This is an optimization exercise on Yosys and OpenROAD, whose aim is small area, a short achievable clock period and few clock cycles, not a production implementation.
RTL that was checked went through simulation tests only; none was proved equivalent to the original.
Function not checked in run 4: the RTL went through the layout flow alone.
No activity file was given, so power comes from the tool's default toggle rates.

## flow/flow/run.sh

```bash
#!/bin/bash
# Standard layout with two changes:
#  - port buffers are buf_1 cells (the standard flow's pick, clkdlybuf4s50_1, is larger);
#  - after placement, each output port's buffer is moved next to the register driving it, so
#    the register drives a short wire and the buffer drives the wire to the pin.
# Each tool's output goes to a log file of its own in this folder.
set -euo pipefail
W=$(pwd)
R=$W/orfs/results/${FLOW_PLATFORM}/tfacc_rd_burst/base
PB="BUFFER_PORTS_ARGS=-buffer_cell sky130_fd_sc_hd__buf_1"
bash standard.sh place "$PB" > flow_1_place.log 2>&1
MOVE_ODB=$R/3_place.odb openroad -no_init -exit flow/move_obuf.tcl > flow_2_move_obuf.log 2>&1
bash standard.sh finish "$PB" > flow_3_finish.log 2>&1
```

## flow/flow/move_obuf.tcl

```tcl
# Move each output port's buffer next to the register that drives it, so the register
# drives a short wire and the (stronger) buffer drives the long wire to the pin.
set odb $::env(MOVE_ODB)
read_db $odb
set block [ord::get_db_block]
set n 0
foreach bterm [$block getBTerms] {
  if {[$bterm getIoType] ne "OUTPUT"} { continue }
  set net [$bterm getNet]
  if {$net eq "NULL" || $net eq ""} { continue }
  set buf ""
  foreach it [$net getITerms] { if {[$it isOutputSignal]} { set buf [$it getInst] } }
  if {$buf eq ""} { continue }
  if {![string match "*buf*" [[$buf getMaster] getName]]} { continue }
  set a [$buf findITerm A]
  if {$a eq "NULL" || $a eq ""} { continue }
  set innet [$a getNet]
  set drv ""
  foreach it [$innet getITerms] { if {[$it isOutputSignal]} { set drv [$it getInst] } }
  if {$drv eq ""} { continue }
  if {![string match "*df*" [[$drv getMaster] getName]]} { continue }
  set loc [$drv getLocation]
  $buf setLocation [lindex $loc 0] [lindex $loc 1]
  incr n
}
puts "moved $n output buffers"
detailed_placement
check_placement
write_db $odb
```

## flow/standard.sh

```bash
#!/bin/bash
# synth_recipe.tcl (not shown) runs the flow's synth.tcl, then flattens the netlist and writes it again
# the make line also repeats each setting of config.mk as NAME=value (left out here)
make -C /OpenROAD-flow-scripts/flow DESIGN_CONFIG=/design/flow/config.mk WORK_HOME=/design/flow/orfs CLKGATE_MAP_FILE= SYNTH_SCRIPT=/design/flow/synth_recipe.tcl "${@:-finish}"
```

## flow/config.mk

```make
export PLATFORM = sky130hd
export DESIGN_NAME = tfacc_rd_burst
export DESIGN_NICKNAME = tfacc_rd_burst
export VERILOG_FILES = /design/flow/design.v
export SDC_FILE = /design/flow/constraint.sdc
export NUM_CORES = 4
export LEC_CHECK = 0
export ABC_CLOCK_PERIOD_IN_PS = 2000
export CAP_MARGIN = 20
export CORE_MARGIN = 2
export CORE_UTILIZATION = 70
export CTS_CLUSTER_DIAMETER = 100
export CTS_CLUSTER_SIZE = 25
export SETUP_SLACK_MARGIN = 4.35
export SLEW_MARGIN = 20
```

## flow/constraint.sdc

```tcl
create_clock -name core_clock -period 7.0 [get_ports {clk}]
set_input_delay 1.4000 -clock core_clock [delete_from_list [all_inputs] [get_ports {clk}]]
set_output_delay 1.4000 -clock core_clock [all_outputs]
set_load 0.01 [all_outputs]
```

## flow/design.v

```verilog
package tfacc_pkg;
   typedef logic [127:0] u128_t;
   localparam logic [2:0] AXI_SIZE_16B   = 3'b100;
   localparam logic [1:0] AXI_BURST_INCR = 2'b01;
endpackage
module tfacc_rfifo
#(
   parameter int DEPTH = 15,
   parameter int W     = 129
)(
   input  logic          clk,
   input  logic          xrst,
   input  logic          i_wr_vld,
   input  logic [W-1:0]  i_wr_dat,
   input  logic          i_fin,      
   output logic          o_vld,
   output logic [W-1:0]  o_dat,
   output logic          o_last,     
   input  logic          i_rdy
);
   logic [W-1:0]     r_mem [0:DEPTH-1];
   logic [DEPTH-1:0] r_wptr;
   logic [DEPTH-1:0] r_rptr;
   logic             r_ne;       
   logic             r_full;     
   logic             w_ld;
   logic             w_rd;
   logic             w_one;      
   logic             w_almost;   
   logic [W-1:0]     w_head;
   assign w_ld     = !o_vld || i_rdy;
   assign w_rd     = r_ne && w_ld;
   assign w_one    = |({r_rptr[DEPTH-2:0], r_rptr[DEPTH-1]} & r_wptr);
   assign w_almost = |({r_wptr[DEPTH-2:0], r_wptr[DEPTH-1]} & r_rptr);
   always_comb begin
      w_head = o_dat & {W{!w_ld}};
      for (int i = 0; i < DEPTH; i++) w_head = w_head | (r_mem[i] & {W{r_rptr[i] && w_ld}});
   end
   always_ff @(posedge clk) begin
      if (!xrst) begin
         r_wptr <= DEPTH'(1);
         r_rptr <= DEPTH'(1);
         r_ne   <= 1'b0;
         r_full <= 1'b0;
         o_vld  <= 1'b0;
      end else begin
         if (i_wr_vld) r_wptr <= {r_wptr[DEPTH-2:0], r_wptr[DEPTH-1]};
         if (w_rd)     r_rptr <= {r_rptr[DEPTH-2:0], r_rptr[DEPTH-1]};
         r_ne   <= i_wr_vld || (r_ne && !(w_rd && w_one));
         r_full <= (r_full && !(w_rd && !i_wr_vld)) || (i_wr_vld && !w_rd && w_almost);
         o_vld  <= (w_ld && r_ne) || (!w_ld && o_vld);
      end
   end
   always_ff @(posedge clk) begin
      o_dat  <= w_head;
      o_last <= (w_ld && w_one && i_fin) || (!w_ld && o_last);
   end
   always_ff @(posedge clk) begin
      for (int i = 0; i < DEPTH; i++)
         if (r_wptr[i] && !r_full) r_mem[i] <= i_wr_dat;
   end
endmodule
module tfacc_rd_burst
#(
   parameter int NENT = 15
)(
   input  logic         clk,
   input  logic         xrst,
   input  logic         cmd_valid,
   output logic         cmd_ready,
   input  logic [39:0]  cmd_adr,
   input  logic [19:0]  cmd_len,
   output logic         busy,
   output logic         done,
   output logic         err,
   output logic [3:0]   M00_AXI_ARID,
   output logic [39:0]  M00_AXI_ARADDR,
   output logic [7:0]   M00_AXI_ARLEN,
   output logic [2:0]   M00_AXI_ARSIZE,
   output logic [1:0]   M00_AXI_ARBURST,
   output logic         M00_AXI_ARVALID,
   input  logic         M00_AXI_ARREADY,
   input  logic [127:0] M00_AXI_RDATA,
   input  logic [1:0]   M00_AXI_RRESP,
   input  logic         M00_AXI_RLAST,
   input  logic         M00_AXI_RVALID,
   output logic         M00_AXI_RREADY,
   output logic [127:0] od,
   output logic         ovalid,
   input  logic         oready,
   output logic         olast
);
   localparam int CAP = NENT + 1;
   localparam int KW  = $clog2(CAP + 1);
   logic          s_idle, s_c1, s_c2, s_wait, s_ar, s_drain;
   logic          r_busy;
   logic [39:4]   r_adr;        
   logic [19:0]   r_rem;        
   logic [4:0]    r_m5;         
   logic [3:0]    r_m4;         
   logic          r_le16;       
   logic          r_pg;         
   logic [4:0]    r_b5;         
   logic [3:0]    r_b4;         
   logic [4:0]    r_blen;       
   logic [3:0]    r_arlen;      
   logic          r_islast;     
   logic          r_cross;      
   logic          r_alliss;     
   logic [KW-1:0] r_credit;     
   logic [CAP-1:0] r_bo;        
   logic          r_done;
   logic          r_err;
   logic          w_hs;
   logic          w_pop;
   logic          w_ok0;
   logic          w_ok1;
   logic          w_res;
   logic          w_wr;
   logic          w_rl;
   logic          w_useb;
   logic          w_acc;
   logic          w_zero;
   logic          w_fin;
   logic          w_idle_nx;
   logic          w_ar_nx;
   logic          w_err_nx;
   logic [39:4]   w_adr_nx;
   logic [KW-1:0] w_cr_p;
   logic [KW-1:0] w_cr_r;
   logic [KW-1:0] w_cr_pr;
   assign w_hs   = s_ar && M00_AXI_ARREADY;
   assign w_pop  = ovalid && oready;
   assign w_ok0  = (r_credit >= KW'(r_blen));
   assign w_ok1  = ((r_credit + KW'(1)) >= KW'(r_blen));
   assign w_res  = s_wait && (w_ok0 || (w_pop && w_ok1));
   assign w_cr_p  = r_credit + KW'(1);
   assign w_cr_r  = r_credit - KW'(r_blen);
   assign w_cr_pr = r_credit + KW'(1) - KW'(r_blen);
   assign w_wr   = M00_AXI_RVALID && r_bo[0];
   assign w_rl   = w_wr && M00_AXI_RLAST;
   assign w_useb = r_pg && (r_b5 < r_m5);
   assign cmd_ready       = s_idle;
   assign busy            = r_busy;
   assign done            = r_done;
   assign err             = r_err;
   assign M00_AXI_ARID    = 4'd0;
   assign M00_AXI_ARADDR  = {r_adr, 4'd0};
   assign M00_AXI_ARLEN   = {4'd0, r_arlen};
   assign M00_AXI_ARSIZE  = tfacc_pkg::AXI_SIZE_16B;
   assign M00_AXI_ARBURST = tfacc_pkg::AXI_BURST_INCR;
   assign M00_AXI_ARVALID = s_ar;
   assign M00_AXI_RREADY  = 1'b1;
   tfacc_rfifo #(
      .DEPTH(NENT),
      .W    (128)
   ) u_rfifo (
      .clk      (clk),
      .xrst     (xrst),
      .i_wr_vld (w_wr),
      .i_wr_dat (M00_AXI_RDATA),
      .i_fin    (r_alliss && !r_bo[0]),
      .o_vld    (ovalid),
      .o_dat    (od),
      .o_last   (olast),
      .i_rdy    (oready)
   );
   assign w_acc  = s_idle && cmd_valid;
   assign w_zero = s_c1 && (r_rem == '0);
   assign w_fin  = s_drain && w_pop && olast;
   assign w_idle_nx = (s_idle && !cmd_valid) || w_zero || w_fin;
   assign w_ar_nx   = (s_ar && !M00_AXI_ARREADY) || w_res;
   assign w_err_nx  = !w_acc && (r_err || (w_wr && (M00_AXI_RRESP != 2'b00)));
   always_ff @(posedge clk) begin
      s_idle <= !xrst || w_idle_nx;
      r_busy <= xrst && !w_idle_nx;
      s_ar   <= xrst && w_ar_nx;
      r_done <= xrst && (w_zero || w_fin);
      r_err  <= xrst && w_err_nx;
   end
   always_ff @(posedge clk) begin
      if (!xrst) begin
         s_c1     <= 1'b0;
         s_c2     <= 1'b0;
         s_wait   <= 1'b0;
         s_drain  <= 1'b0;
         r_alliss <= 1'b0;
         r_credit <= KW'(CAP);
         r_bo     <= '0;
      end else begin
         case ({w_pop, w_res})
            2'b10:   r_credit <= w_cr_p;
            2'b01:   r_credit <= w_cr_r;
            2'b11:   r_credit <= w_cr_pr;
            default: ;
         endcase
         case ({w_hs, w_rl})
            2'b10:   r_bo <= {r_bo[CAP-2:0], 1'b1};
            2'b01:   r_bo <= {1'b0, r_bo[CAP-1:1]};
            default: ;
         endcase
         if (w_acc) begin
            s_c1     <= 1'b1;
            r_alliss <= 1'b0;
         end
         if (s_c1) begin
            s_c1 <= 1'b0;
            s_c2 <= !w_zero;
         end
         if (s_c2) begin
            s_c2   <= 1'b0;
            s_wait <= 1'b1;
         end
         if (w_res) s_wait <= 1'b0;
         if (w_hs) begin
            s_c1     <= !r_islast;
            s_drain  <= r_islast;
            r_alliss <= r_islast;
         end
         if (w_fin) s_drain <= 1'b0;
      end
   end
   assign w_adr_nx = {r_adr[39:12] + 28'(r_cross), r_adr[11:4] + 8'(r_blen)};
   always_ff @(posedge clk) begin
      r_adr   <= (cmd_adr[39:4] & {36{s_idle}}) | (w_adr_nx & {36{w_hs}})
               | (r_adr & {36{!s_idle && !w_hs}});
      r_arlen <= (r_b4 & {4{s_c2 && w_useb}}) | (r_m4 & {4{s_c2 && !w_useb}})
               | (r_arlen & {4{!s_c2}});
   end
   always_ff @(posedge clk) begin
      if (s_idle)    r_rem <= cmd_len;
      else if (w_hs) r_rem <= r_rem - 20'(r_blen);
      if (s_c1) begin
         r_m5   <= (r_rem[19:4] != '0) ? 5'd16 : {1'b0, r_rem[3:0]};
         r_m4   <= (r_rem[19:4] != '0) ? 4'd15 : (r_rem[3:0] - 4'd1);
         r_le16 <= !((r_rem[19:5] != '0) || (r_rem[4] && (r_rem[3:0] != '0)));
         r_pg   <= (r_adr[11:8] == 4'hF);
         r_b5   <= 5'd16 - {1'b0, r_adr[7:4]};
         r_b4   <= 4'd15 - r_adr[7:4];
      end
      if (s_c2) begin
         r_blen   <= w_useb ? r_b5 : r_m5;
         r_islast <= r_le16 && (!r_pg || (r_m5 <= r_b5));
         r_cross  <= r_pg && (r_b5 <= r_m5);
      end
   end
endmodule
```

==> results of run 1 <==
per-stage QoR:
stage               cells  setup WS, ns
CTS                  6492          4.25
floorplan            4615          4.07
detailed placement   6250          2.54
global placement     6250          2.51
global route         6520          4.26
finish               6522          4.29
worst max path at each step:
| stage | endpoint | cells past startpoint | slack [ns] |
|---|---|---|---|
| after floorplan | u_rfifo.r_mem[0][0] | 2 | 4.07 |
| after CTS | cmd_ready | 2 | 4.25 |
| after global routing | cmd_ready | 2 | 4.26 |
| after global placement | u_rfifo.o_dat[63] | 8 | 2.51 |
| after detailed placement | u_rfifo.o_dat[95] | 8 | 2.54 |
| final | cmd_ready | 2 | 4.29 |
layer usage:
layer / routed length, um / share of wire [%] / vias up
li1: - / - / 19500
met1: 78100 / 36 / 24000
met2: 106000 / 48 / 3351
met3: 27700 / 13 / 440
met4: 7900 / 3.6 / 28
met5: 174 / 0.079 / -
critical path, delay by kind of cell (launching register included):
family                 cells  cell delay (ns)
DFF                        1             0.37
buffers and inverters      2             0.23
cells in the final DEF (no fill, tap or decap), types with 64 or more instances in the layout:
master / netlist / layout
a21oi_1: 100 / 100
buf_4: 18 / 160
nand3_1: 104 / 104
buf_6: 1 / 80
a221oi_1: 208 / 205
nor2_1: 171 / 171
a222oi_1: 105 / 105
nand4_1: 136 / 136
o21ai_0: 90 / 90
dfxtp_1: 233 / 81
dfxtp_2: 0 / 118
buf_2: 14 / 64
a22oi_1: 395 / 395
o21ai_1: 66 / 66
edfxtp_1: 1967 / 1967
nand2_1: 171 / 170
buf_1: 43 / 190
a22o_1: 206 / 206
clkbuf_16: 0 / 100
clkbuf_1: 237 / 73
cell usage after synthesis (5+ instances only):
library cell,n,area [um2]
a21o_1,6,45.0
a21oi_1,100,500
a221o_1,5,50.1
a221oi_1,208,1820
a222oi_1,105,1050
a22o_1,206,1800
a22oi_1,395,2970
a31oi_1,11,68.8
a32oi_1,9,78.8
and2_1,19,119
and3_1,12,75.1
buf_1,43,161
buf_2,14,70.1
buf_4,18,135
clkbuf_1,237,890
dfxtp_1,233,4660
edfxtp_1,1967,59100
ha_1,31,388
inv_1,29,109
mux2_2,7,78.8
mux2i_1,20,200
nand2_1,171,642
nand3_1,104,521
nand4_1,136,851
nor2_1,171,642
nor2b_1,23,144
nor3_1,15,75.1
nor4_1,5,31.3
o211ai_1,8,60.1
o21ai_0,90,450
o21ai_1,66,330
o22ai_1,24,150
o311ai_1,11,96.3
xnor2_1,18,158
xor2_1,15,131
flip-flops by register name (all words and copies together), names as in the netlist, 4 cells and up, named ones only:
register and cells:
r_credit 5, r_adr 36, u_rfifo.r_wptr 15, r_b4 4
r_rem 20, u_rfifo.r_rptr 15, r_b5 5, r_bo 16
r_arlen 4, u_rfifo.r_mem 1920, r_blen 5, r_m4 4
u_rfifo.o_dat 128, r_m5 5
power by group through the flow:
| stage | Sequential [mW] | Clock [mW] | Combinational (mW) |
|---|---|---|---|
| 2_1_floorplan | 14.8 | 0 | 0.279 |
| 3_3_place_gp | 14.8 | 0 | 0.598 |
| 3_5_place_dp | 14.8 | 0 | 0.619 |
| 4_1_cts | 14.5 | 6.53 | 0.777 |
| 5_1_grt | 14.5 | 6.97 | 0.860 |
| 6_report | 14.5 | 6.52 | 0.796 |
layout make-up:
| class | count | area (um2) | area share, % |
|---|---|---|---|
| flip-flops and latches | 2200 | 64000 | 73.5 |
| multi-input cells | 2081 | 14500 | 16.6 |
| repair buffers | 522 | 3710 | 4.26 |
| clock buffers | 172 | 2750 | 3.16 |
| well taps | 1500 | 1880 | 2.16 |
| inverters | 33 | 133 | 0.152 |
| clock inverters | 5 | 72.6 | 0.0834 |
| diodes | 9 | 22.5 | 0.0259 |
what timing repair did:
action,CTS,global route
gates cloned,13,2
pin swaps,0,1
resized for setup,494,51
endpoints found under the setup margin,486,193
setup buffers,52,19
kinds of logic after synthesis:
group           Yosys count  share of synthesized area [%]
flops                  2200                           80.4
compound gates         1266                           12.2
simple gates            688                           4.27
buf+inv                 346                           1.76
fa+ha+maj                35                          0.590
xor+xnor                 33                          0.365
mux                      29                          0.381
other cells               2                        0.00948
==> metrics.md, run 1 <==
| Metric | Value |
|---|---|
| Outcome | timing/DRC/antenna clean |
| Worst r2r src | u_rfifo.r_full |
| Final Hold Viols | 0 |
| Max_cap viols | 0 |
| FF-to-FF setup slack | approximately 4.4 ns |
| Initial antenna violation count | 25 |
| Critical Path RT | between 5 and 6 ns |
| R2r worst-path depth | 3 |
| Net Sw Frac | 20.1% |
| Number of flops mapped to enable cells by yosys | slightly below 2000 |
| Worst path max stage delay | between 0.3 and 0.4 ns |
| Synthesis Warnings | 3 |
| Wirelength per Cell | ~34 um |
| Die W | ~340 um |
| Setup skew after layout | about 0.03 ns |
| M3 GR Usage | 7.51% |
| Met1 Use GR | 52.0% |
| Final TNS setup | 0 ns |
| Critical path type | register to primary output |
| Antenna viol nets, final | 0 |
| CP endpoint kind | primary output |
| Slowest CP cell | dfxtp_4 |
| Cell count after synthesis | between 4000 and 5000 |
| Vias in the first global route | about 45000 |
| RSZ-0062 raised after global routing | true |
| Hold Path Stages | 2 |
| CP startpoint kind | register |
| I/O Pins | 390 |
| Tcrit/Tclk final | 38.8% |
| Share of cells above drive strength 1 | about an eighth |
| Critical Path Start | s_idle |
| Placed Area | 82200 um2 |
| # clock sinks | 2200 |
| Die area | around 120000 um2 |
| Crit path time final | 2.71 ns |
| Clock buffer depth | 3 |
| Final WL | about 220000 um |
| Max VDD drop | between 0.0003 and 0.0004 V |
| Worst hold slack | between 0.4 and 0.5 ns |
| First-pass DRT Iterations | 7 |
| Die Height | between 300 and 400 um |
| CTS Buf Count | 97 |
| Hold Buf Count CTS | 0 |
| Congestion Overflow GR | 0 |
| Cell Chain, Critical Path | buf_12 -> buf_6 |
| Total power | 21.8 mW |
| Global-route wire length before repair | a little over 300000 um |
| # DRC | 0 |
| DR vias/cell | ~7.3 |
| Peak Freq | around 370 MHz |
| Final Setup Violations | 0 |
| Final #Nets | 5167 |
| Register area share after synthesis | 80.4% |
| Syn avg cell area | 17.2 um2 |
| GR Util met2 | about three fifths |
| Netlist area before placement | 79200 um2 |
| Internal power | 17.4 mW |
| Static leakage | 27.7 nW |
| Core area | 112000 um2 |
| Crit path DAT | around 1.3 ns |
| Final core utilization | 77.5% |
| Critical R2R Capture | u_rfifo.r_mem[6][1] |
| Busiest grt layer | met2 |
| Initial Utilization | approximately 70% |
| Area growth from synthesis to layout | 9.86% |
| Total track usage | 37.5% |
| Site Rows | between 100 and 150 |
| Clock Latency Late Sink | 0.75 ns |
| Sequential Power Share | 66.5% |
| Sw Pwr | between 4 and 5 mW |
| Vias | about 47000 |
| Seq cells post-synth | 2200 |
| Clock root buffer | clkbuf_16 |
| PwrDens | 251 nW/um2 |
| DR iter-0 viols | 7511 |
| Fill count | roughly 6300 |
| Worst hold start | r_err |
| Clk pin slew, worst setup/hold paths | around 0.10 ns |
| Global placement routability congestion | between 0.8 and 0.9 |
| Largest net degree at the start of global routing | approximately 120 |
| Final instance area | just under 90000 um2 |
| Ys flop type | edfxtp_1 |
| H-Tree Depth | 3 |
| Hold Path End | r_err |
| Clk network pwr share | between 20 and 30% |
| DP HPWL | ~100000 um |
| CTS tree | done |
| Slew Viols, Final | 0 |
| HP Class | register to register |
| I/O Buffers | between 300 and 400 |
| Gate power share | between 3 and 4% |
| Max-slew headroom | between 20% and 30% |
| Ys async rst share | 0% |
| Worst slew pin tran | approximately 1.1 ns |
| Yosys cell types | between 70 and 80 |
| Peak fanout along the critical path | 2 |
Testbench counts, summed over its fixed seeds: cycles 303,354.
==> run 2: changes to the inputs <==
--- a/flow/config.mk
+++ b/flow/config.mk
@@ -11,5 +11,5 @@
 export CORE_UTILIZATION = 70
 export CTS_CLUSTER_DIAMETER = 100
 export CTS_CLUSTER_SIZE = 25
-export SETUP_SLACK_MARGIN = 4.35
+export SETUP_SLACK_MARGIN = 4.6
 export SLEW_MARGIN = 20
==> metrics.md, run 2 <==
| Metric | Value |
|---|---|
| Crit path max-delay family | flip-flops |
| CTS Buf Count | 97 (unchanged) |
| Ys flop type | edfxtp_1 |
| Share of cells above drive strength 1 | 17.6% (+4.3 points) |
| Die Height | 340 um (unchanged) |
| Antenna viol nets, final | 0 (unchanged) |
| Clk network pwr share | 29.6% (-0.3 points) |
| Clock root buffer | clkbuf_16 |
| I/O Pins | 390 (unchanged) |
| Worst path max stage delay | 0.37 ns (about the same) |
| Register area share after synthesis | 80.4% (unchanged) |
| Cell taking the most area after synthesis | edfxtp_1 |
| I/O Buffers | 367 (unchanged) |
| FF-to-FF setup slack | 4.59 ns (+0.24 ns) |
| Congestion Overflow GR | 0 (unchanged) |
| Worst r2r src | u_rfifo.r_wptr[3] |
| # DRC | 0 (unchanged) |
| DR vias/cell | 7.34 (+1.1%) |
| First-pass DRT Iterations | 9 (+2) |
| Tcrit/Tclk final | 37.5% (-1.3 points) |
| PnR worst setup slack | 4.37 ns (+0.0886 ns) |
| Worst slew pin tran | 1.09 ns (-0.0562 ns) |
| Number of flops mapped to enable cells by yosys | 1967 (unchanged) |
| Critical Path End | od[72] |
| Worst hold slack | 0.458 ns (-0.00728 ns) |
| Met1 Use GR | 53.0% (+1.1 points) |
| GR Util met2 | 61.0% (+0.50 points) |
| Pre-CTS setup slack | 2.54 ns (+0.00256 ns) |
| Global placement routability congestion | 0.839 (+0.38%) |
| Buf+Inv Stages, Crit Path | 1 (-1) |
| Largest registers | u_rfifo.r_mem x1920, u_rfifo.o_dat x128, r_adr x36 |
| Vias | 48200 (+1.8%) |
| Max_cap viols | 0 (unchanged) |
| Cell count after synthesis | 4599 (unchanged) |
| # clock sinks | 2200 (unchanged) |
| Yosys cell types | 74 (unchanged) |
| Final Setup Violations | 0 (unchanged) |
| Die area | 116000 um2 (unchanged) |
| Critical Path RT | 5.60 ns (about the same) |
| Max VDD drop | 0.000226 V (-26%) |
| Area growth from synthesis to layout | 12.5% |
| Most frequent cell after synthesis | edfxtp_1 |
| Top post-synthesis cells by area | edfxtp_1 75%, dfxtp_1 5.9%, a22oi_1 3.7% |
| Setup skew after layout | 0.0171 ns (-0.0121 ns) |
| Clock Latency Late Sink | 0.73 ns (-0.02 ns) |
| CTS tree | done |
| Syn avg cell area | 17.2 um2 (unchanged) |
| DP HPWL | 102000 um (-2.7%) |
| Netlist area before placement | 79200 um2 (unchanged) |
| H-Tree Depth | 3 (unchanged) |
| Stages on the worst setup path | 1 (-1) |
| Final Hold Viols | 0 (unchanged) |
| Static leakage | 28.3 nW (+2.1%) |
| Critical path type | register to primary output |
| Net Sw Frac | 20.0% (-0.085 points) |
| Site Rows | 123 (unchanged) |
| Peak fanout along the critical path | 2 (unchanged) |
| Critical R2R Capture | u_rfifo.r_mem[3][25] |
| Die W | 340 um (unchanged) |
| Clock buffer depth | 3 (unchanged) |
| Synthesis Warnings | 3 (unchanged) |
| DR iter-0 viols | 7728 (+2.9%) |
| Peak Freq | 381 MHz (+3.4%) |
| Commonest non-fill, non-tap cells in the layout | 1967 x edfxtp_1, 295 x a22oi_1, 206 x a22o_1, 193 x buf_6, 191 x buf_1 |
| Crit path time final | 2.63 ns (-0.0886 ns) |
| Sw Pwr | 4.38 mW (-0.27%) |
| Sequential Power Share | 66.5% (about the same) |
| Total track usage | 38.2% (+0.72 points) |
| Outcome | timing/DRC/antenna clean |
| Yosys top cell area share | 74.5% (unchanged) |
| HP Class | register to register |
| Vias in the first global route | 45700 (+1.7%) |
| Busiest grt layer | met2 |
| Internal power | 17.5 mW (+0.26%) |
| Global-route wire length before repair | 317000 um (+1.6%) |
| Gate power share | 4.0% (+0.4 points) |
| CP startpoint kind | register |
| Number of flip-flops in the largest register | 1920 (unchanged) |
| Ys async rst share | 0% (unchanged) |
| CP endpoint kind | primary output |
| Crit path DAT | 1.23 ns (-0.08 ns) |
| Final instance area | 89100 um2 (+2.4%) |
| Slew Viols, Final | 0 (unchanged) |
| Largest Register | u_rfifo.r_mem |
| Most common cell after layout, fill and taps aside | edfxtp_1 |
| M3 GR Usage | 8.18% (+0.68 points) |
| Largest net degree at the start of global routing | 133 (+16%) |
| Final WL | 225000 um (+2.4%) |
| Initial antenna violation count | 24 (-4.0%) |
| Cell Chain, Critical Path | buf_8 |
| RSZ-0062 raised after global routing | true |
| Core area | 112000 um2 (unchanged) |
| Clk pin slew, worst setup/hold paths | 0.10 ns (about the same) |
| Final TNS setup | 0 ns (unchanged) |
| Final #Nets | 5213 (+0.89%) |
| Placed Area | 82800 um2 (+0.70%) |
| Max-slew headroom | 27.2% (+3.4 points) |
| Wirelength per Cell | 34.3 um (+1.8%) |
| Commonest cells post-synth | 1967 x edfxtp_1, 395 x a22oi_1, 237 x clkbuf_1, 233 x dfxtp_1, 208 x a221oi_1 |
| Critical Path Start | u_rfifo.o_dat[72] |
| Seq cells post-synth | 2200 (unchanged) |
| PwrDens | 245 nW/um2 (-2.2%) |
| R2r worst-path depth | 2 (-1) |
| Slowest CP cell | dfxtp_2 |
| Initial Utilization | 70.5% (unchanged) |
run 2: how the worst min path moves through the flow:
stage,from,to,slack [ns],cells past startpoint
after floorplan,u_rfifo.r_mem[7][108],u_rfifo.o_dat[108],0.43,2
after global placement,r_err,r_err,0.43,2
after detailed placement,r_err,r_err,0.43,2
after CTS,r_err,r_err,0.46,2
after global routing,s_drain,s_drain,0.48,2
final,r_err,r_err,0.46,2
run 2: power by group through the flow:
stage / logic, mW / clock network, mW / registers [mW]
after detailed placement: 0.626 / 0 / 14.8
after global placement: 0.602 / 0 / 14.8
final: 0.867 / 6.46 / 14.5
after floorplan: 0.285 / 0 / 14.8
after CTS: 0.839 / 6.47 / 14.5
after global routing: 0.934 / 6.88 / 14.5
run 2: per-layer routing:
metal | vias to the layer above | part of all wire (%)
met2 | 3613 | 48
met5 | - | 0.064
met3 | 533 | 13
met1 | 24400 | 35
li1 | 19600 | -
met4 | 26 | 4.2
run 2: worst reg2reg max path, cell delays in order (launching register included):
cell     delay (ns)
dfxtp_1        0.62
nor2b_4        0.62
buf_4          0.72
run 2: logic make-up after synthesis:
group / share of synthesized area [%]
buffers and inverters: 1.76
flip-flops: 80.4
AND/OR/NAND/NOR: 4.27
AO/OA/AOI/OAI: 12.2
XOR/XNOR: 0.365
multiplexers: 0.381
other: 0.00948
adder cells (fa/ha/maj): 0.590
run 2: area by class of cell:
| class | instances | area (um2) |
|---|---|---|
| fillers | 5967 | 23200 |
| clock buffers | 165 | 2730 |
| multi-input cells | 2085 | 15300 |
| flip-flops and latches | 2200 | 64100 |
| clock inverters | 2 | 28.8 |
| well taps | 1500 | 1880 |
| inverters | 33 | 135 |
| repair buffers | 564 | 4980 |
| diodes | 14 | 35.0 |
run 2: what timing repair did:
action	4_1_cts	5_1_grt
resized for setup	710	60
hold buffers	0	0
setup endpoints to repair	1003	872
setup buffers	89	31
pin swaps	6	3
cloned	18	4
run 2: per-stage QoR:
step | utilization (%) | std cells | total power, mW
after floorplan | - | 4615 | 15.1
after detailed placement | 73.7 | 6240 | 15.5
after CTS | 78.7 | 6514 | 21.8
after global placement | 73.7 | 6240 | 15.4
final | 79.3 | 6563 | 21.9
after global routing | 79.3 | 6560 | 22.4
==> run 3: changes to the inputs <==
--- a/flow/config.mk
+++ b/flow/config.mk
@@ -11,5 +11,5 @@
 export CORE_UTILIZATION = 70
 export CTS_CLUSTER_DIAMETER = 100
 export CTS_CLUSTER_SIZE = 25
-export SETUP_SLACK_MARGIN = 4.6
+export SETUP_SLACK_MARGIN = 4.5
 export SLEW_MARGIN = 20
==> metrics.md, run 3 <==
| Metric | Value |
|---|---|
| Critical Path RT | 5.60 ns (about the same) |
| Simple-gate portion of the synthesized area | 4.27% (unchanged) |
| Total track usage | 37.5% (-0.71 points) |
| Final instance area | 88400 um2 (-0.85%) |
| Ys async rst share | 0% (unchanged) |
| Clk network pwr share | 29.7% (about the same) |
| HP Class | register to register |
| CTS tree | done |
| Post-synthesis xor/xnor area fraction | 0.365% (unchanged) |
| Final WL | 220000 um (-2.0%) |
| Crit path max-delay family | flip-flops |
| Initial antenna violation count | 29 (+21%) |
| Mux cell area share after synthesis | 0.381% (unchanged) |
| Setup skew after layout | 0.0232 ns (+0.00607 ns) |
| Internal power | 17.5 mW (about the same) |
| Vias in the first global route | 45500 (-0.47%) |
| First-pass DRT Iterations | 6 (-3) |
| Syn avg cell area | 17.2 um2 (unchanged) |
| Buf+Inv Stages, Crit Path | 1 (unchanged) |
| Final Hold Viols | 0 (unchanged) |
| Die Height | 340 um (unchanged) |
| Commonest non-fill, non-tap cells in the layout | 1967 x edfxtp_1, 314 x a22oi_1, 206 x a22o_1, 197 x buf_6, 193 x a221oi_1 |
| Max VDD drop | 0.000274 V (+21%) |
| Commonest cells post-synth | 1967 x edfxtp_1, 395 x a22oi_1, 237 x clkbuf_1, 233 x dfxtp_1, 208 x a221oi_1 |
| Synthesis Warnings | 3 (unchanged) |
| Gate power share | 3.9% (about the same) |
| Netlist area before placement | 79200 um2 (unchanged) |
| Critical path type | register to primary output |
| Worst slew pin tran | 1.23 ns (+0.143 ns) |
| Max-slew headroom | 18.0% (-9.2 points) |
| Clk pin slew, worst setup/hold paths | 0.10 ns (about the same) |
| Slowest CP cell | dfxtp_2 |
| Sequential Power Share | 66.4% (about the same) |
| Placed Area | 82600 um2 (-0.17%) |
| Initial Utilization | 70.5% (unchanged) |
| Worst path max stage delay | 0.36 ns (about the same) |
| Top post-synthesis cells by area | edfxtp_1 75%, dfxtp_1 5.9%, a22oi_1 3.7% |
| Crit path time final | 2.63 ns (+0.00559 ns) |
| PwrDens | 248 nW/um2 (+0.93%) |
| Final TNS setup | 0 ns (unchanged) |
| Outcome | timing/DRC/antenna clean |
| Peak Freq | 380 MHz (-0.21%) |
| I/O Buffers | 367 (unchanged) |
| Cell taking the most area after synthesis | edfxtp_1 |
| Sw Pwr | 4.38 mW (about the same) |
| Largest Register | u_rfifo.r_mem |
| Peak fanout along the critical path | 2 (unchanged) |
| Compound-Gate Fraction of Synth Area | 12.2% (unchanged) |
| Yosys cell types | 74 (unchanged) |
| Fill count | 6115 (+2.5%) |
| Core area | 112000 um2 (unchanged) |
| Cell count after synthesis | 4599 (unchanged) |
| Crit path DAT | 1.23 ns (about the same) |
| Clock Latency Late Sink | 0.73 ns (about the same) |
| CP startpoint kind | register |
| # DRC | 0 (unchanged) |
| Die W | 340 um (unchanged) |
| H-Tree Depth | 3 (unchanged) |
| Yosys top cell area share | 74.5% (unchanged) |
| Post-synthesis adder-cell area fraction | 0.590% (unchanged) |
| Area growth from synthesis to layout | 11.5% |
| Register area share after synthesis | 80.4% (unchanged) |
| Global-route wire length before repair | 312000 um (-1.4%) |
| Global placement routability congestion | 0.837 (-0.26%) |
| Final #Nets | 5186 (-0.52%) |
| Most frequent cell after synthesis | edfxtp_1 |
| Static leakage | 28.0 nW (-1.0%) |
| Max_cap viols | 0 (unchanged) |
| RSZ-0062 raised after global routing | true |
| Largest family of logic cells by synthesized area | compound AO/OA/AOI/OAI gates |
| Clock root buffer | clkbuf_16 |
| Clock buffer depth | 3 (unchanged) |
| Die area | 116000 um2 (unchanged) |
| Multi-input gate area | 15000 um2 (-1.6%) |
| Seq cells post-synth | 2200 (unchanged) |
| Share of cells above drive strength 1 | 16.3% (-1.3 points) |
| Slew Viols, Final | 0 (unchanged) |
| Ys flop type | edfxtp_1 |
| Cell Chain, Critical Path | buf_6 |
| Site Rows | 123 (unchanged) |
| Vias | 47600 (-1.2%) |
| DR vias/cell | 7.27 (-0.89%) |
| FF+latch area | 64100 um2 (about the same) |
| Congestion Overflow GR | 0 (unchanged) |
| DP HPWL | 101000 um (-0.36%) |
| Largest net degree at the start of global routing | 124 (-6.8%) |
| Net Sw Frac | 20.0% (about the same) |
| CTS Buf Count | 97 (unchanged) |
| Wirelength per Cell | 33.7 um (-1.7%) |
| CP endpoint kind | primary output |
| Tcrit/Tclk final | 37.6% (+0.080 points) |
| DR iter-0 viols | 7367 (-4.7%) |
| Number of flip-flops in the largest register | 1920 (unchanged) |
| Largest registers | u_rfifo.r_mem x1920, u_rfifo.o_dat x128, r_adr x36 |
| Final Setup Violations | 0 (unchanged) |
| Number of flops mapped to enable cells by yosys | 1967 (unchanged) |
| Most common cell after layout, fill and taps aside | edfxtp_1 |
| Antenna viol nets, final | 0 (unchanged) |
| I/O Pins | 390 (unchanged) |
| # clock sinks | 2200 (unchanged) |
==> run 3: timing repair <==
item                                    4_1_cts  5_1_grt
setup buffers                                73       28
resized for setup                           675       26
endpoints found under the setup margin      707      547
pin swaps                                     0        2
cloned                                       14        2
hold endpoints to repair                      0        0
hold buffers                                  0        0
==> run 3: power by group through the flow <==
| stage | logic (mW) | registers [mW] | clock network, mW |
|---|---|---|---|
| 4_1_cts | 0.827 | 14.5 | 6.51 |
| 6_report | 0.848 | 14.5 | 6.50 |
| 2_1_floorplan | 0.283 | 14.8 | 0 |
| 3_3_place_gp | 0.597 | 14.8 | 0 |
| 3_5_place_dp | 0.619 | 14.8 | 0 |
| 5_1_grt | 0.918 | 14.5 | 6.91 |
==> run 3: final timing paths <==
path | start | endpoint | slack, ns | cells after the start
setup / recovery | u_rfifo.o_dat[19] | od[19] | 4.37 | 1
hold / removal | r_err | r_err | 0.46 | 2
setup reg to reg | u_rfifo.r_rptr[5] | u_rfifo.o_dat[27] | 4.50 | 5
hold reg to reg | r_err | r_err | 0.46 | 2
==> run 3: final cells by class <==
class / count / area share [%]
clock buffers: 173 / 3.12
well taps: 1500 / 2.12
multi-input cells: 2083 / 17.0
repair buffers: 539 / 5.04
diodes: 16 / 0.0453
flip-flops and latches: 2200 / 72.5
inverters: 33 / 0.146
clock inverters: 2 / 0.0326
==> run 3: per-stage QoR <==
step / hold WS (ns) / setup WS, ns / cells / power, mW / util, %
6_report: 0.460 / 4.37 / 6546 / 21.9 / 78.7
5_1_grt: 0.485 / 4.33 / 6542 / 22.4 / 78.6
4_1_cts: 0.463 / 4.35 / 6500 / 21.9 / 78.2
3_5_place_dp: 0.441 / 2.63 / 6238 / 15.4 / 73.6
3_3_place_gp: 0.432 / 2.72 / 6238 / 15.4 / 73.6
2_1_floorplan: 0.430 / 4.07 / 4615 / 15.1 / -
==> run 3: kinds of logic (layout without fill, tap and decap cells) <==
kind of cell,after synthesis,count (layout)
AOI/OAI and AO/OA,1266,1266
xor gates and xnor gates,33,33
adders and majority gates,35,35
buffers and inverters,346,747
DFF,2200,2200
muxes,29,29
other,2,34
and+or+nand+nor,688,702
==> run 3: routing by layer <==
metal  GRT usage [%]  vias to the layer above  routed length [um]
li1                -                    19600                   -
met1            52.5                    24000               78100
met2            59.9                     3485              105000
met3            7.52                      535               28800
met4            13.8                       24                8440
met5               0                        -                 170
==> run 3: tightest hold or removal path, delay by kind of cell (launching register included) <==
family,cells,cell delay [ns]
AO/OA/AOI/OAI,1,0.05
buffers and inverters,1,0.05
flip-flops,1,0.34
==> run 4: changes to the inputs <==
--- a/flow/design.v
+++ b/flow/design.v
@@ -12,6 +12,7 @@
    input  logic          xrst,
    input  logic          i_wr_vld,
    input  logic [W-1:0]  i_wr_dat,
+   input  logic          i_wr_last,  
    input  logic          i_fin,      
    output logic          o_vld,
    output logic [W-1:0]  o_dat,
@@ -25,16 +26,18 @@
    logic             r_full;     
    logic             w_ld;
    logic             w_rd;
+   logic             w_wr;       
    logic             w_one;      
    logic             w_almost;   
    logic [W-1:0]     w_head;
    assign w_ld     = !o_vld || i_rdy;
    assign w_rd     = r_ne && w_ld;
+   assign w_wr     = i_wr_vld && (r_ne || !w_ld);
    assign w_one    = |({r_rptr[DEPTH-2:0], r_rptr[DEPTH-1]} & r_wptr);
    assign w_almost = |({r_wptr[DEPTH-2:0], r_wptr[DEPTH-1]} & r_rptr);
    always_comb begin
-      w_head = o_dat & {W{!w_ld}};
-      for (int i = 0; i < DEPTH; i++) w_head = w_head | (r_mem[i] & {W{r_rptr[i] && w_ld}});
+      w_head = (o_dat & {W{!w_ld}}) | (i_wr_dat & {W{!r_ne && w_ld}});
+      for (int i = 0; i < DEPTH; i++) w_head = w_head | (r_mem[i] & {W{r_rptr[i] && r_ne && w_ld}});
    end
    always_ff @(posedge clk) begin
       if (!xrst) begin
@@ -44,16 +47,17 @@
          r_full <= 1'b0;
          o_vld  <= 1'b0;
       end else begin
-         if (i_wr_vld) r_wptr <= {r_wptr[DEPTH-2:0], r_wptr[DEPTH-1]};
+         if (w_wr)     r_wptr <= {r_wptr[DEPTH-2:0], r_wptr[DEPTH-1]};
          if (w_rd)     r_rptr <= {r_rptr[DEPTH-2:0], r_rptr[DEPTH-1]};
-         r_ne   <= i_wr_vld || (r_ne && !(w_rd && w_one));
-         r_full <= (r_full && !(w_rd && !i_wr_vld)) || (i_wr_vld && !w_rd && w_almost);
-         o_vld  <= (w_ld && r_ne) || (!w_ld && o_vld);
+         r_ne   <= w_wr || (r_ne && !(w_rd && w_one));
+         r_full <= (r_full && !(w_rd && !w_wr)) || (w_wr && !w_rd && w_almost);
+         o_vld  <= (w_ld && (r_ne || i_wr_vld)) || (!w_ld && o_vld);
       end
    end
    always_ff @(posedge clk) begin
       o_dat  <= w_head;
-      o_last <= (w_ld && w_one && i_fin) || (!w_ld && o_last);
+      o_last <= (w_ld && r_ne && w_one && i_fin) || (w_ld && !r_ne && i_wr_last)
+              || (!w_ld && o_last);
    end
    always_ff @(posedge clk) begin
       for (int i = 0; i < DEPTH; i++)
@@ -159,6 +163,7 @@
       .xrst     (xrst),
       .i_wr_vld (w_wr),
       .i_wr_dat (M00_AXI_RDATA),
+      .i_wr_last(M00_AXI_RLAST && r_alliss && !r_bo[1]),
       .i_fin    (r_alliss && !r_bo[0]),
       .o_vld    (ovalid),
       .o_dat    (od),
==> metrics.md, run 4 <==
| Metric | Value |
|---|---|
| Static leakage | 31.5 nW (+12%) |
| Crit path DAT | 3.55 ns (+2.32 ns) |
| Post-synthesis adder-cell area fraction | 0.581% (-0.0093 points) |
| Tcrit/Tclk final | 42.1% (+4.5 points) |
| Share of cells above drive strength 1 | 22.5% (+6.2 points) |
| DR vias/cell | 7.65 (+5.2%) |
| Clk pin slew, worst setup/hold paths | 0.09 ns (about the same) |
| Clock root buffer | clkbuf_16 |
| Pre-CTS setup slack | 2.07 ns (-0.553 ns) |
| Area growth from synthesis to layout | 18.5% |
| Wirelength per Cell | 39.2 um (+16%) |
| Vias in the first global route | 49600 (+9.1%) |
| Max VDD drop | 0.000316 V (+15%) |
| Cell count after synthesis | 4749 (+3.3%) |
| Worst r2r src | u_rfifo.r_ne |
| Critical Path Start | oready |
| Peak fanout along the critical path | 7 (+5) |
| Final Hold Viols | 0 (unchanged) |
| Total track usage | 45.1% (+7.6 points) |
| Final WL | 276000 um (+25%) |
| Largest family of logic cells by synthesized area | compound AO/OA/AOI/OAI gates |
| Worst path max stage delay | 0.33 ns (-0.03 ns) |
| Initial Utilization | 70.5% (about the same) |
| GR Util met2 | 67.0% (+7.1 points) |
| Cell Chain, Critical Path | buf_12 -> nand2b_4 -> buf_16 -> buf_16 -> and2_4 -> buf_6 -> buf_8 -> buf_12 -> buf_12 -> a222oi_1 -> nand3_1 -> nor2_2 -> nand3_1 |
| Final #Nets | 5641 (+8.8%) |
| Largest net degree at the start of global routing | 119 (-4.0%) |
| RSZ-0062 raised after global routing | true |
| Largest registers | u_rfifo.r_mem x1920, u_rfifo.o_dat x128, r_adr x36 |
| Fill count | 5383 (-12%) |
| Commonest cells post-synth | 1967 x edfxtp_1, 524 x a22oi_1, 288 x nor2_1, 280 x nand3_1, 233 x dfxtp_1 |
| Clock buffer depth | 3 (unchanged) |
| Clock Latency Late Sink | 0.75 ns (+0.02 ns) |
| Critical path type | input pin to register |
| Syn avg cell area | 17.0 um2 (-1.6%) |
| # clock sinks | 2200 (unchanged) |
| Total power | 22.0 mW (+0.61%) |
| Antenna viol nets, final | 0 (unchanged) |
| Critical Path RT | 7.60 ns (+2.00 ns) |
| M3 GR Usage | 13.6% (+6.1 points) |
| Worst slew pin tran | 1.13 ns (-0.0982 ns) |
| Post-synthesis xor/xnor area fraction | 0.359% (-0.0057 points) |
| First-pass DRT Iterations | 9 (+3) |
| Vias | 53700 (+13%) |
| PwrDens | 231 nW/um2 (-6.8%) |
| Initial antenna violation count | 37 (+28%) |
| Number of flops mapped to enable cells by yosys | 1967 (unchanged) |
| Global-route wire length before repair | 368000 um (+18%) |
| Site Rows | 124 (+0.81%) |
| Yosys top cell area share | 73.4% (-1.2 points) |
| Cell mode on critical path | buf_12 |
| Slew Viols, Final | 0 (unchanged) |
| Max-slew headroom | 24.5% (+6.5 points) |
| Netlist area before placement | 80500 um2 (+1.6%) |
| Die W | 343 um (+0.79%) |
| CP endpoint kind | register |
| Ys async rst share | 0% (unchanged) |
| Final TNS setup | 0 ns (unchanged) |
| Max_cap viols | 0 (unchanged) |
| HP Class | register to register |
| Most frequent cell after synthesis | edfxtp_1 |
| Setup skew after layout | 0.0428 ns (+0.0196 ns) |
| Buf+Inv Stages, Crit Path | 7 (+6) |
| PnR worst setup slack | 4.06 ns (-0.313 ns) |
| Slowest CP cell | a222oi_1 |
| I/O Pins | 390 (unchanged) |
| H-Tree Depth | 3 (unchanged) |
| Congestion Overflow GR | 0 (unchanged) |
| Register area share after synthesis | 79.2% (-1.3 points) |
| Core area | 114000 um2 (+1.6%) |
| Ys flop type | edfxtp_1 |
| I/O Buffers | 367 (unchanged) |
| CTS tree | done |
| CP startpoint kind | input pin |
| Die area | 118000 um2 (+1.6%) |
| Worst hold start | u_rfifo.r_mem[5][49] |
| Busiest grt layer | met2 |
| Commonest non-fill, non-tap cells in the layout | 1967 x edfxtp_1, 450 x a22oi_1, 281 x nor2_1, 258 x nand3_1, 241 x buf_4 |
| Cell taking the most area after synthesis | edfxtp_1 |
| Mux cell area share after synthesis | 0.333% (-0.048 points) |
| DR iter-0 viols | 10700 (+45%) |
| Yosys cell types | 70 (-5.4%) |
| Final Setup Violations | 0 (unchanged) |
| Crit path max-delay family | buffers and inverters |
| Crit path time final | 2.94 ns (+0.313 ns) |
| Seq cells post-synth | 2200 (unchanged) |
| Most common cell after layout, fill and taps aside | edfxtp_1 |
| # DRC | 0 (unchanged) |
| Top post-synthesis cells by area | edfxtp_1 73%, dfxtp_1 5.8%, a22oi_1 4.9% |
| CTS Buf Count | 97 (unchanged) |
| DP HPWL | 105000 um (+3.3%) |
| Outcome | timing/DRC/antenna clean |
| Number of flip-flops in the largest register | 1920 (unchanged) |
| Largest Register | u_rfifo.r_mem |
| Simple-gate portion of the synthesized area | 4.84% (+0.57 points) |
| Hold Buf Count CTS | 0 (unchanged) |
| Synthesis Warnings | 3 (unchanged) |
| Die Height | 343 um (+0.79%) |
| Compound-Gate Fraction of Synth Area | 12.7% (+0.47 points) |
| Global placement routability congestion | 0.843 (+0.70%) |
| Peak Freq | 340 MHz (-11%) |
| Met1 Use GR | 59.4% (+6.9 points) |
[run 4: changes by cell type in the layout (fill, tap and decap cells not counted), sizes merged, moves of 91 or more]
| cell | delta |
|---|---|
| a22o | -106 |
| a22oi | +129 |
| nor2 | +116 |
| nand3 | +175 |
| buf | +267 |
| a2111oi | +91 |
| nand4 | -121 |
[run 4: kinds of logic after synthesis]
| family | count (synthesis) |
|---|---|
| other | 2 |
| AND/OR/NAND/NOR | 841 |
| XOR/XNOR | 33 |
| multiplexers | 26 |
| flip-flops | 2200 |
| adder cells (fa/ha/maj) | 35 |
| AO/OA/AOI/OAI | 1255 |
| buffers and inverters | 357 |
[run 4: area by class of cell]
cell class	instances	area, um2	share of cell area [%]
repair buffers	833	9190	9.64
diodes	27	67.6	0.0708
inverters	34	143	0.149
multi-input cells	2243	17300	18.2
flip-flops and latches	2200	64000	67.1
clock inverters	2	28.8	0.0302
clock buffers	172	2750	2.88
well taps	1512	1890	1.98
[run 4: report_power, final]
group	internal (mW)	switching [mW]
Clock	2.70	3.91
Combinational	0.393	0.494
Sequential	14.4	0.0992
[run 4: final timing paths]
path,endpoint,slack (ns),cells after the start
worst max-delay path,u_rfifo.o_dat[12],4.06,13
worst min-delay path,u_rfifo.o_dat[49],0.46,1
worst max register to register,u_rfifo.o_dat[82],4.30,6
worst min register to register,u_rfifo.o_dat[49],0.46,1
[run 4: through the flow]
| step | hold WS [ns] | cells | instance area [um2] | utilization [%] |
|---|---|---|---|---|
| after global placement | 0.426 | 6405 | 83800 | 73.3 |
| after CTS | 0.460 | 6917 | 93700 | 82.0 |
| after floorplan | 0.418 | 4765 | 81600 | - |
| final | 0.461 | 7023 | 95400 | 83.6 |
| after global routing | 0.473 | 7007 | 95400 | 83.5 |
| after detailed placement | 0.440 | 6408 | 83800 | 73.4 |
[run 4: routing by layer]
layer  part of all wire, %  vias to the layer above
met5                  0.12                        -
met4                   7.3                       38
met3                    17                     1112
met2                    44                     5389
met1                    31                    26400
li1                      -                    20800
[run 4: worst reg2reg max path, stage by stage (launching register included)]
cell and delay, ns:
dfxtp_4 0.58, inv_8 0.33, buf_6 0.51, a221oi_1 0.43, nor2_1 0.14, a2111oi_4 0.41, nand3_1 0.15
[run 4: timing repair]
action                                  4_1_cts  5_1_grt
cloned                                       91       13
setup buffers                               244       66
endpoints found under the setup margin      696      469
resized for setup                           955      131
pin swaps                                   232      198
endpoints found under the hold margin         0        0
==> run 5: changes to the inputs <==
--- a/flow/design.v
+++ b/flow/design.v
@@ -12,7 +12,6 @@
    input  logic          xrst,
    input  logic          i_wr_vld,
    input  logic [W-1:0]  i_wr_dat,
-   input  logic          i_wr_last,  
    input  logic          i_fin,      
    output logic          o_vld,
    output logic [W-1:0]  o_dat,
@@ -26,18 +25,16 @@
    logic             r_full;     
    logic             w_ld;
    logic             w_rd;
-   logic             w_wr;       
    logic             w_one;      
    logic             w_almost;   
    logic [W-1:0]     w_head;
    assign w_ld     = !o_vld || i_rdy;
    assign w_rd     = r_ne && w_ld;
-   assign w_wr     = i_wr_vld && (r_ne || !w_ld);
    assign w_one    = |({r_rptr[DEPTH-2:0], r_rptr[DEPTH-1]} & r_wptr);
    assign w_almost = |({r_wptr[DEPTH-2:0], r_wptr[DEPTH-1]} & r_rptr);
    always_comb begin
-      w_head = (o_dat & {W{!w_ld}}) | (i_wr_dat & {W{!r_ne && w_ld}});
-      for (int i = 0; i < DEPTH; i++) w_head = w_head | (r_mem[i] & {W{r_rptr[i] && r_ne && w_ld}});
+      w_head = o_dat & {W{!w_ld}};
+      for (int i = 0; i < DEPTH; i++) w_head = w_head | (r_mem[i] & {W{r_rptr[i] && w_ld}});
    end
    always_ff @(posedge clk) begin
       if (!xrst) begin
@@ -47,17 +44,16 @@
          r_full <= 1'b0;
          o_vld  <= 1'b0;
       end else begin
-         if (w_wr)     r_wptr <= {r_wptr[DEPTH-2:0], r_wptr[DEPTH-1]};
+         if (i_wr_vld) r_wptr <= {r_wptr[DEPTH-2:0], r_wptr[DEPTH-1]};
          if (w_rd)     r_rptr <= {r_rptr[DEPTH-2:0], r_rptr[DEPTH-1]};
-         r_ne   <= w_wr || (r_ne && !(w_rd && w_one));
-         r_full <= (r_full && !(w_rd && !w_wr)) || (w_wr && !w_rd && w_almost);
-         o_vld  <= (w_ld && (r_ne || i_wr_vld)) || (!w_ld && o_vld);
+         r_ne   <= i_wr_vld || (r_ne && !(w_rd && w_one));
+         r_full <= (r_full && !(w_rd && !i_wr_vld)) || (i_wr_vld && !w_rd && w_almost);
+         o_vld  <= (w_ld && r_ne) || (!w_ld && o_vld);
       end
    end
    always_ff @(posedge clk) begin
       o_dat  <= w_head;
-      o_last <= (w_ld && r_ne && w_one && i_fin) || (w_ld && !r_ne && i_wr_last)
-              || (!w_ld && o_last);
+      o_last <= (w_ld && w_one && i_fin) || (!w_ld && o_last);
    end
    always_ff @(posedge clk) begin
       for (int i = 0; i < DEPTH; i++)
@@ -163,7 +159,6 @@
       .xrst     (xrst),
       .i_wr_vld (w_wr),
       .i_wr_dat (M00_AXI_RDATA),
-      .i_wr_last(M00_AXI_RLAST && r_alliss && !r_bo[1]),
       .i_fin    (r_alliss && !r_bo[0]),
       .o_vld    (ovalid),
       .o_dat    (od),
==> flow/flow/run.sh (replaced) <==
#!/bin/bash
# Standard layout, except that port buffers are buf_1 cells (the standard flow's pick,
# clkdlybuf4s50_1, is larger); timing repair resizes them where needed.
# Each tool's output goes to a log file of its own in this folder.
set -euo pipefail
W=$(pwd)
R=$W/orfs/results/${FLOW_PLATFORM}/tfacc_rd_burst/base
PB="BUFFER_PORTS_ARGS=-buffer_cell sky130_fd_sc_hd__buf_1"
bash standard.sh finish "$PB" > flow_standard.log 2>&1
removed: flow/flow/move_obuf.tcl
==> metrics.md, run 5 <==
| Metric | Value |
|---|---|
| Total track usage | 37.7% (-7.5 points) |
| Peak fanout along the critical path | 2 (-5) |
| Slowest CP cell | dfxtp_4 |
| Number of flip-flops in the largest register | 1920 (unchanged) |
| Number of flops mapped to enable cells by yosys | 1967 (unchanged) |
| CP endpoint kind | primary output |
| Ys flop type | edfxtp_1 |
| Core area | 112000 um2 (-1.6%) |
| Gate power share | 3.7% (-0.3 points) |
| Clock buffer depth | 3 (unchanged) |
| Clock root buffer | clkbuf_16 |
| Clk pin slew, worst setup/hold paths | 0.10 ns (about the same) |
| Compound-Gate Fraction of Synth Area | 12.2% (-0.47 points) |
| Congestion Overflow GR | 0 (unchanged) |
| Max_cap viols | 0 (unchanged) |
| Tcrit/Tclk final | 38.4% (-3.6 points) |
| PwrDens | 247 nW/um2 (+7.2%) |
| Crit path DAT | 1.29 ns (-2.26 ns) |
| Initial Utilization | 70.5% (about the same) |
| Outcome | timing/DRC/antenna clean |
| Cell count after synthesis | 4599 (-3.2%) |
| DR iter-0 viols | 6936 (-35%) |
| Initial antenna violation count | 27 (-27%) |
| Fill count | 6058 (+13%) |
| Die W | 340 um (-0.78%) |
| Final TNS setup | 0 ns (unchanged) |
| RSZ-0062 raised after global routing | true |
| Top post-synthesis cells by area | edfxtp_1 75%, dfxtp_1 5.9%, a22oi_1 3.7% |
| Commonest cells post-synth | 1967 x edfxtp_1, 395 x a22oi_1, 237 x clkbuf_1, 233 x dfxtp_1, 208 x a221oi_1 |
| PnR worst setup slack | 4.31 ns (+0.253 ns) |
| # clock sinks | 2200 (unchanged) |
| Netlist area before placement | 79200 um2 (-1.6%) |
| Die Height | 340 um (-0.78%) |
| Commonest non-fill, non-tap cells in the layout | 1967 x edfxtp_1, 314 x a22oi_1, 206 x a22o_1, 198 x buf_6, 196 x a221oi_1 |
| Internal power | 17.5 mW (about the same) |
| Max VDD drop | 0.000272 V (-14%) |
| R2r worst-path depth | 2 (-4) |
| Final Hold Viols | 0 (unchanged) |
| Post-synthesis xor/xnor area fraction | 0.365% (+0.0057 points) |
| Cell taking the most area after synthesis | edfxtp_1 |
| Share of cells above drive strength 1 | 16.3% (-6.2 points) |
| Simple-gate portion of the synthesized area | 4.27% (-0.57 points) |
| Die area | 116000 um2 (-1.6%) |
| Ys async rst share | 0% (unchanged) |
| Vias | 47300 (-12%) |
| HP Class | register to register |
| Largest Register | u_rfifo.r_mem |
| Worst slew pin tran | 1.25 ns (+0.119 ns) |
| First-pass DRT Iterations | 8 (-1) |
| Most common cell after layout, fill and taps aside | edfxtp_1 |
| Final #Nets | 5187 (-8.0%) |
| Vias in the first global route | 45400 (-8.4%) |
| Yosys top cell area share | 74.5% (+1.2 points) |
| Critical path type | register to primary output |
| Mux cell area share after synthesis | 0.381% (+0.048 points) |
| Clock Latency Late Sink | 0.76 ns (about the same) |
| CTS Buf Count | 97 (unchanged) |
| Yosys cell types | 74 (+5.7%) |
| Net Sw Frac | 20.2% (-0.31 points) |
| Wirelength per Cell | 33.6 um (-14%) |
| Sw Pwr | 4.42 mW (-2.0%) |
| Hold Buf Count CTS | 0 (unchanged) |
| Most frequent cell after synthesis | edfxtp_1 |
| CP startpoint kind | register |
| Area growth from synthesis to layout | 11.8% |
| Syn avg cell area | 17.2 um2 (+1.6%) |
| Peak Freq | 372 MHz (+9.4%) |
| # DRC | 0 (unchanged) |
| Hold Path Stages | 2 (+1) |
| I/O Buffers | 367 (unchanged) |
| Buf+Inv Stages, Crit Path | 1 (-6) |
| Antenna viol nets, final | 0 (unchanged) |
| Final WL | 220000 um (-20%) |
| Crit path time final | 2.69 ns (-0.253 ns) |
| Sequential Power Share | 66.4% (+0.5 points) |
| Clk network pwr share | 29.9% (about the same) |
| Stages on the worst setup path | 1 (-12) |
| Global placement routability congestion | 0.837 (-0.70%) |
| Synthesis Warnings | 3 (unchanged) |
| I/O Pins | 390 (unchanged) |
| Seq cells post-synth | 2200 (unchanged) |
| Slew Viols, Final | 0 (unchanged) |
| Final Setup Violations | 0 (unchanged) |
| Critical Path RT | 5.60 ns (-2.00 ns) |
| Max-slew headroom | 16.6% (-7.9 points) |
| Register area share after synthesis | 80.4% (+1.3 points) |
| DP HPWL | 101000 um (-3.2%) |
| Largest family of logic cells by synthesized area | compound AO/OA/AOI/OAI gates |
| H-Tree Depth | 3 (unchanged) |
| Cell Chain, Critical Path | buf_6 |
| Crit path max-delay family | flip-flops |
| Largest registers | u_rfifo.r_mem x1920, u_rfifo.o_dat x128, r_adr x36 |
| Pre-CTS setup slack | 2.63 ns (+0.553 ns) |
| Post-synthesis adder-cell area fraction | 0.590% (+0.0093 points) |
| Site Rows | 123 (-0.81%) |
| Global-route wire length before repair | 313000 um (-15%) |
| Static leakage | 28.1 nW (-11%) |
| Worst path max stage delay | 0.43 ns (+0.10 ns) |
| Setup skew after layout | 0.0417 ns (-0.00106 ns) |
| Largest net degree at the start of global routing | 124 (+4.2%) |
| DR vias/cell | 7.22 (-5.6%) |
| CTS tree | done |
==> run 5: cell count changes after synthesis, moves of 65 or more <==
cell / previous run / this run
nand3_1: 280 / 104
nor2_1: 288 / 171
o21ai_1: 1 / 66
a221oi_1: 125 / 208
nand4_1: 15 / 136
a22o_1: 100 / 206
clkbuf_1: 172 / 237
a22oi_1: 524 / 395
==> run 5: cell type report <==
class                   count  area, um2  area share (%)
repair buffers            539       4570            5.15
clock buffers             174       2760            3.11
inverters                  33        129           0.145
diodes                     14       35.0          0.0395
well taps                1500       1880            2.12
clock inverters             5       73.8          0.0833
multi-input cells        2084      15000            17.0
flip-flops and latches   2200      64100            72.4
==> run 5: power groups by stage <==
stage          Clock (mW)  Combinational [mW]  Sequential [mW]
2_1_floorplan           0               0.283             14.8
3_3_place_gp            0               0.597             14.8
3_5_place_dp            0               0.619             14.8
4_1_cts              6.58               0.792             14.5
5_1_grt              6.99               0.888             14.6
6_report             6.55               0.817             14.5
==> run 5: cells by family after synthesis <==
kind of cell,after synthesis
flip-flops,2200
AO/OA/AOI/OAI,1266
AND/OR/NAND/NOR,688
buffers and inverters,346
adder cells (fa/ha/maj),35
XOR/XNOR,33
multiplexers,29
other,2
==> run 5: routing by layer <==
layer	part of all wire, %	global-route usage (%)	wire [um]	vias to the layer above
li1	-	-	-	19600
met1	35	52.2	77700	23800
met3	13	7.95	29000	519
met5	0.060	0	133	-
met4	4.0	14.2	8870	20
met2	47	60.1	104000	3400
==> run 5: repair_timing <==
item / in CTS / in global routing
endpoints found under the setup margin: 705 / 520
pin swaps: 0 / 2
cloned: 15 / 2
gates resized for setup: 647 / 29
setup buffers: 70 / 31
==> run 5: final timing paths <==
check / slack (ns) / end / startpoint
worst min register to register: 0.45 / r_err / r_err
worst min-delay path: 0.45 / r_err / r_err
worst max-delay path: 4.31 / od[124] / u_rfifo.o_dat[124]
worst max register to register: 4.49 / u_rfifo.r_mem[0][110] / u_rfifo.r_full
==> run 5: per-stage QoR <==
step | area (um2) | cells | total power [mW] | hold slack [ns] | util, %
floorplan | 80500 | 4615 | 15.1 | 0.430 | -
global placement | 82600 | 6238 | 15.4 | 0.432 | 73.6
detailed placement | 82600 | 6238 | 15.4 | 0.441 | 73.6
CTS | 88100 | 6502 | 21.9 | 0.460 | 78.4
global route | 88600 | 6544 | 22.4 | 0.480 | 78.9
finish | 88600 | 6549 | 21.9 | 0.454 | 78.9
Testbench counts of run 5, summed over its fixed seeds: cycles 303,354.
==> run 6: changes to the inputs <==
==> flow/run.sh (new file) <==
#!/bin/bash
# synth_recipe.tcl (not shown) runs the flow's synth.tcl, then flattens the netlist and writes it again
# the make line also repeats each setting of config.mk as NAME=value (left out here)
make -C /OpenROAD-flow-scripts/flow DESIGN_CONFIG=/design/flow/config.mk WORK_HOME=/design/flow/orfs CLKGATE_MAP_FILE= SYNTH_SCRIPT=/design/flow/synth_recipe.tcl finish
removed: flow/flow/run.sh
removed: flow/standard.sh
==> metrics.md, run 6 <==
| Metric | Value |
|---|---|
| Outcome | timing/DRC/antenna clean |
| Final TNS setup | 0 ns (unchanged) |
| PnR worst setup slack | 4.33 ns (+0.0217 ns) |
| Slew Viols, Final | 0 (unchanged) |
| Worst path max stage delay | 0.42 ns (about the same) |
| Top post-synthesis cells by area | edfxtp_1 75%, dfxtp_1 5.9%, a22oi_1 3.7% |
| Die area | 116000 um2 (unchanged) |
| # DRC | 0 (unchanged) |
| Sequential Power Share | 66.2% (-0.2 points) |
| Synthesis Warnings | 3 (unchanged) |
| RSZ-0062 raised after global routing | true |
| DR vias/cell | 7.29 (+0.94%) |
| PwrDens | 244 nW/um2 (-1.1%) |
| Share of cells above drive strength 1 | 16.6% (+0.32 points) |
| Max_cap viols | 0 (unchanged) |
| Clock buffer depth | 3 (unchanged) |
| Sw Pwr | 4.42 mW (about the same) |
| Critical Path Start | u_rfifo.o_dat[4] |
| H-Tree Depth | 3 (unchanged) |
| R2r worst-path depth | 3 (+1) |
| Commonest cells post-synth | 1967 x edfxtp_1, 395 x a22oi_1, 237 x clkbuf_1, 233 x dfxtp_1, 208 x a221oi_1 |
| DP HPWL | 103000 um (+1.9%) |
| Crit path time final | 2.67 ns (-0.0217 ns) |
| Worst r2r src | u_rfifo.r_full |
| Max-slew headroom | 26.7% (+10 points) |
| Cell count after synthesis | 4599 (unchanged) |
| Slowest CP cell | dfxtp_4 |
| CP endpoint kind | primary output |
| Tcrit/Tclk final | 38.1% (-0.31 points) |
| Cell Chain, Critical Path | buf_6 |
| Cell taking the most area after synthesis | edfxtp_1 |
| Seq cells post-synth | 2200 (unchanged) |
| Core area | 112000 um2 (unchanged) |
| Peak Freq | 375 MHz (+0.81%) |
| Total power | 22.0 mW (+0.36%) |
| Largest registers | u_rfifo.r_mem x1920, u_rfifo.o_dat x128, r_adr x36 |
| I/O Buffers | 367 (unchanged) |
| Clock root buffer | clkbuf_16 |
| Global-route wire length before repair | 315000 um (+0.70%) |
| FF-to-FF setup slack | 4.44 ns (-0.05 ns) |
| Critical path type | register to primary output |
| Setup skew after layout | 0.0307 ns (-0.0110 ns) |
| Vias in the first global route | 45900 (+1.1%) |
| Congestion Overflow GR | 0 (unchanged) |
| Critical Path RT | 5.60 ns (about the same) |
| Largest Register | u_rfifo.r_mem |
| Antenna viol nets, final | 0 (unchanged) |
| Netlist area before placement | 79200 um2 (unchanged) |
| Clock Latency Late Sink | 0.75 ns (about the same) |
| Die W | 340 um (unchanged) |
| Gate power share | 4.0% (+0.3 points) |
| Pre-CTS setup slack | 2.25 ns (-0.375 ns) |
| Final Hold Viols | 0 (unchanged) |
| Global placement routability congestion | 0.816 (-2.5%) |
| Net Sw Frac | 20.1% (-0.053 points) |
| First-pass DRT Iterations | 9 (+1) |
| DR iter-0 viols | 8019 (+16%) |
| Ys flop type | edfxtp_1 |
| Clk network pwr share | 29.8% (about the same) |
| Static leakage | 28.7 nW (+2.2%) |
| Vias | 48000 (+1.4%) |
| Syn avg cell area | 17.2 um2 (unchanged) |
| Max VDD drop | 0.000262 V (-3.6%) |
| Area growth from synthesis to layout | 13.5% |
| Yosys top cell area share | 74.5% (unchanged) |
| Ys async rst share | 0% (unchanged) |
| Peak fanout along the critical path | 2 (unchanged) |
| Wirelength per Cell | 33.8 um (+0.64%) |
| CP startpoint kind | register |
| Crit path max-delay family | flip-flops |
| Initial antenna violation count | 34 (+26%) |
[run 6: timing repair]
action	4_1_cts	5_1_grt
gates cloned	19	2
buffers inserted	78	29
pin swaps	4	4
endpoints found under the setup margin	839	392
hold buffers	0	0
gates resized for setup	1191	34
endpoints found under the hold margin	0	0
[run 6: cells by family (layout without fill, tap and decap cells)]
group           count (synthesis)  after routing  share of synthesized area (%)
flops                        2200           2200                           80.4
compound gates               1266           1266                           12.2
simple gates                  688            708                           4.27
buf+inv                       346            769                           1.76
fa+ha+maj                      35             35                          0.590
xor+xnor                       33             33                          0.365
mux                            29             29                          0.381
other cells                     2             36                        0.00948
[run 6: power by group through the flow]
stage / clock network [mW] / registers, mW / logic (mW)
2_1_floorplan: 0 / 14.8 / 0.283
3_3_place_gp: 0 / 14.8 / 0.758
3_5_place_dp: 0 / 14.8 / 0.780
4_1_cts: 6.55 / 14.5 / 0.860
5_1_grt: 6.98 / 14.6 / 0.956
6_report: 6.56 / 14.5 / 0.882
[run 6: per-stage QoR]
step	util (%)	hold WS [ns]	std cells	instance area [um2]
6_report	80.0	0.457	6576	89900
5_1_grt	80.0	0.483	6575	89900
4_1_cts	79.6	0.462	6527	89500
3_5_place_dp	75.6	0.443	6250	85000
3_3_place_gp	75.6	0.431	6250	85000
2_1_floorplan	-	0.430	4615	80500
[run 6: final cells by class]
class | count | area [um2]
well taps | 1500 | 1880
multi-input cells | 2089 | 15100
diodes | 18 | 45.0
fillers | 5785 | 22400
flip-flops and latches | 2200 | 64200
inverters | 33 | 129
clock inverters | 5 | 72.6
clock buffers | 175 | 2760
repair buffers | 556 | 5780
[run 6: how the worst min path moves through the flow]
| stage | to | slack (ns) | depth (start not counted) |
|---|---|---|---|
| after floorplan | u_rfifo.o_dat[108] | 0.43 | 2 |
| after global placement | r_err | 0.43 | 2 |
| after detailed placement | r_err | 0.44 | 2 |
| after CTS | r_err | 0.46 | 2 |
| after global routing | u_rfifo.o_dat[56] | 0.48 | 2 |
| final | r_err | 0.46 | 2 |
[run 6: routing by layer]
metal / part of all wire, % / up-vias / GRT usage, %
met1: 35 / 24000 / 52.4
met5: 0.080 / - / 0
met3: 14 / 548 / 8.24
met2: 47 / 3767 / 59.6
li1: - / 19600 / -
met4: 4.2 / 28 / 15.7

[port drivers added, routing unchanged]
In the flow no input, the clock included, has a driving cell. The finished layouts below were timed again as built, in two steps. Step 1 sets driving cells, clkbuf_16 on the clock port and buf_2 on the other inputs (assumed; they add their load-dependent delay and slew). Step 2 times the ports against the registers' clock, not the clock port: input delays grow and output delays shrink by t, the midpoint of the rising clock arrivals with the driver on. Three values: ideal, step 1, step 2; two values: the first two.
run | t, ns | setup slack, ns | clock arrival spread, ns | cell pins on the clock port's net
run 1 | 0.815 | 4.285 / 4.202 / 3.575 | 0.035 / 0.035 | 1
run 2 | 0.794 | 4.374 / 4.293 / 3.825 | 0.022 / 0.023 | 1
run 3 | 0.796 | 4.368 / 4.286 / 3.676 | 0.028 / 0.029 | 1
run 4 | 0.808 | 4.055 / 4.073 / 3.265 | 0.049 / 0.048 | 1
run 5 | 0.816 | 4.309 / 4.228 / 3.713 | 0.045 / 0.044 | 1
run 6 | 0.818 | 4.330 / 4.248 / 3.708 | 0.035 / 0.035 | 1
After both steps every run listed still meets setup and hold. For run 4, which loses most, drivers alone change the setup slack by +0.018 ns; drivers and shift together by -0.790 ns.
